What follows belongs to an exercise in optimizing a design on an open flow for small area, a short achievable clock period and few clock cycles; a production flow would make more cautious choices.
Only simulation tests tie the RTL to the original design; equivalence was not proved.
Power figures rest on the tool's default switching activity, not on a simulated workload.

the baseline:
## rope_sim_top
module rope_sim_top (
    input  logic                            clk,
    input  logic                            reset,
    input  logic                            cmd_valid,
    input  logic                            cmd_op,
    input  logic signed [31:0]              cmd_x,
    input  logic signed [31:0]              cmd_y,
    output logic                            cmd_credit,
    output logic                            out_valid,
    output logic [$clog2(8)-1:0]  out_node,
    output logic signed [31:0]              out_x,
    output logic signed [31:0]              out_y,
    output logic                            out_last,
    input  logic                            out_credit
);
    localparam logic [31:0] REST   = 32'sh000A_0000;
    localparam logic [31:0] GRAV   = 32'sh0000_4CCC;
    localparam logic [31:0] BASE_X = 32'sh00C8_0000;
    localparam int          W      = 21;
    logic [2:0]  ph;         
    logic        fresh;      
    logic        act;        
    logic        pend;       
    logic [2:0]  nn;         
    logic        stp_r;      
    logic [2:0]  cc;         
    logic        p0, p1;     
  ...
For scale: roughly 3500 cells after synthesis, roughly 890 flip-flops.
==> flow/config.mk <==
export PLATFORM = sky130hd
export DESIGN_NAME = rope_sim_top
export DESIGN_NICKNAME = rope_sim_top
export VERILOG_FILES = /design/flow/design.v
export SDC_FILE = /design/flow/constraint.sdc
export NUM_CORES = 4
export LEC_CHECK = 0
export ABC_CLOCK_PERIOD_IN_PS = 4000
export CAP_MARGIN = 20
export CORE_MARGIN = 2
export CORE_UTILIZATION = 55
export SETUP_SLACK_MARGIN = 5
export SLEW_MARGIN = 20
==> flow/constraint.sdc <==
create_clock -name core_clock -period 11.0 [get_ports {clk}]
set_input_delay 2.2000 -clock core_clock [delete_from_list [all_inputs] [get_ports {clk}]]
set_output_delay 2.2000 -clock core_clock [all_outputs]
set_load 0.01 [all_outputs]
standard.sh (not shown) runs the stock make flow with config.mk's settings and CLKGATE_MAP_FILE= SYNTH_SCRIPT=/design/flow/synth_recipe.tcl, a recipe that flattens the netlist after the stock synthesis.
==> flow/flow/run.sh <==
#!/bin/bash
set -euo pipefail
MARGIN=7
bash standard.sh synth > synth.log 2>&1
sed -e "s/SETUP_SLACK_MARGIN=[0-9.]*/SETUP_SLACK_MARGIN=${MARGIN} BUFFER_PORTS_ARGS='-buffer_cell sky130_fd_sc_hd__buf_2'/" standard.sh > layout.sh
bash layout.sh finish > layout.log 2>&1
Testbench counts of the baseline, summed over its fixed seeds: cycles 12,976.
Changes in the candidate relative to the baseline:
-- flow/flow/run.sh --
<<< the baseline, line 3
MARGIN=7
>>> the candidate, line 3
MARGIN=6.5
[summary]
- Comparing the candidate and the baseline, the higher relative max-transition margin was measured on the baseline.
- Re clock network power share: the candidate is 0.3 points up on the baseline.
- The global-route wire length before repair of the candidate falls short of that of the baseline by about 4%.
- Setup slack in the candidate is smaller than in the baseline.
- Between the baseline and the candidate, the flow reports total wirelength of the detailed-routed design decreasing by a few percent.

* * *

rope_sim_top, a different RTL version from the one above (not shown whole).
// rope_sim_top
module rope_sim_top (
    input  logic                            clk,
    input  logic                            reset,
    input  logic                            cmd_valid,
    input  logic                            cmd_op,
    input  logic signed [31:0]              cmd_x,
    input  logic signed [31:0]              cmd_y,
    output logic                            cmd_credit,
    output logic                            out_valid,
    output logic [$clog2(8)-1:0]  out_node,
    output logic signed [31:0]              out_x,
    output logic signed [31:0]              out_y,
    output logic                            out_last,
    input  logic                            out_credit
);
    localparam logic [31:0] REST   = 32'sh000A_0000;
    localparam logic [31:0] GRAV   = 32'sh0000_4CCC;
    localparam logic [31:0] BASE_X = 32'sh00C8_0000;
    localparam int          W      = 21;
    logic [2:0]  ph;         
    logic        fresh;      
    logic        act;        
    logic        pend;       
    logic [2:0]  nn;         
    logic        stp_r;      
    logic [2:0]  cc;         
    logic        p0, p1;     
    logic        q01;        
    logic        v_l;        
    logic        l0;         
    logic        l1;         
    logic        v_o;        
    logic        crd_o;      
    logic [2:0]  node_o;     
    logic        last_o;
    logic        issue;
    logic        done7;
    assign issue = (act || stp_r) && (ph == nn) && (cc != 3'd0);
    assign done7 = issue && (nn == 3'd7);
    logic       act_n, stp_n;
    logic [2:0] nn_n, cc_n;
    assign stp_n = cmd_valid && !cmd_op;
  ...
export LEC_CHECK = 0
export ABC_CLOCK_PERIOD_IN_PS = 4000
export CAP_MARGIN = 20
export CORE_MARGIN = 2
export CORE_UTILIZATION = 65
export CTS_CLUSTER_DIAMETER = 90
export CTS_CLUSTER_SIZE = 26
export SETUP_SLACK_MARGIN = 5
export SLEW_MARGIN = 20
create_clock -name core_clock -period 11.0 [get_ports {clk}]
==> flow/flow/run.sh <==
#!/bin/bash
set -euo pipefail
MARGIN=7
bash standard.sh synth > synth.log 2>&1
sed -e "s/SETUP_SLACK_MARGIN=[0-9.]*/SETUP_SLACK_MARGIN=${MARGIN} BUFFER_PORTS_ARGS='-buffer_cell sky130_fd_sc_hd__buf_2'/" standard.sh > layout.sh
bash layout.sh finish > layout.log 2>&1
The baseline finished clean.
Testbench counts at the start, summed over its fixed seeds: cycles 12,976.
Change:
- CAP_MARGIN: 20 -> 10
- CORE_UTILIZATION: 65 -> 55
- CTS_CLUSTER_SIZE: 26 -> 22
- SLEW_MARGIN: 20 -> 10
Result: The changed run went through all stages and came out clean; global-route usage is lower by 6.7 points; setup slack hardly moves; die area is higher by 18%; count of clock-buffer cells in the layout is higher by 13; wire length is lower by about 3%.
Change:
- CAP_MARGIN: 10 -> 20
- CTS_CLUSTER_DIAMETER: 90 -> 60
- CTS_CLUSTER_SIZE: 22 -> 26
- SLEW_MARGIN: 10 -> 20
Flip-flop and latch count stays the same.
Die area is unchanged.
Sequential power barely changes.
Via count is higher by 0.61%.
Core utilization is higher by 1.0 points.
Sequential share of layout area is lower by 0.75 points.
Power is higher by about 3.7%.
Cell area is higher by about 1.6%.
Change:
- CTS_CLUSTER_DIAMETER: 60 -> 90
- CTS_CLUSTER_SIZE: 26 -> 22
Cell count went down by 0.88%.
Power went down by 3.6%.
First-iteration DRC count went down by 2.8%.

[separate check: timing with driven ports]
No port has a modelled driver above. Below, the same layouts with a new extraction and two added sets of constraints. Step 1 assumes that a clkbuf_16 drives the clock port and a buf_2 every other input. Step 2 adds t to the input delays and takes it off the output delays; t is the mean of the earliest and latest rising clock arrival at the registers after step 1. Input paths then give back, and output paths get back, about the clock's delay inside the block. Slacks: ideal / step 1 / step 2; pairs: ideal / step 1.
run | t (ns) | setup WS [ns] | worst setup path after step 2
the baseline | 0.697 | 6.903 / 6.903 / 6.903 | register to register
the candidate | 0.695 | 6.598 / 6.598 / 6.598 | register to register
the first run of note 2 | 0.694 | 7.007 / 7.007 / 7.007 | register to register
the second run of note 2 | 0.710 | 7.010 / 7.010 / 7.010 | register to register
the third run of note 2 | 0.714 | 6.959 / 6.959 / 6.959 | register to register
the fourth run of note 2 | 0.701 | 7.031 / 7.031 / 7.031 | register to register
After both steps every run listed still meets setup and hold.
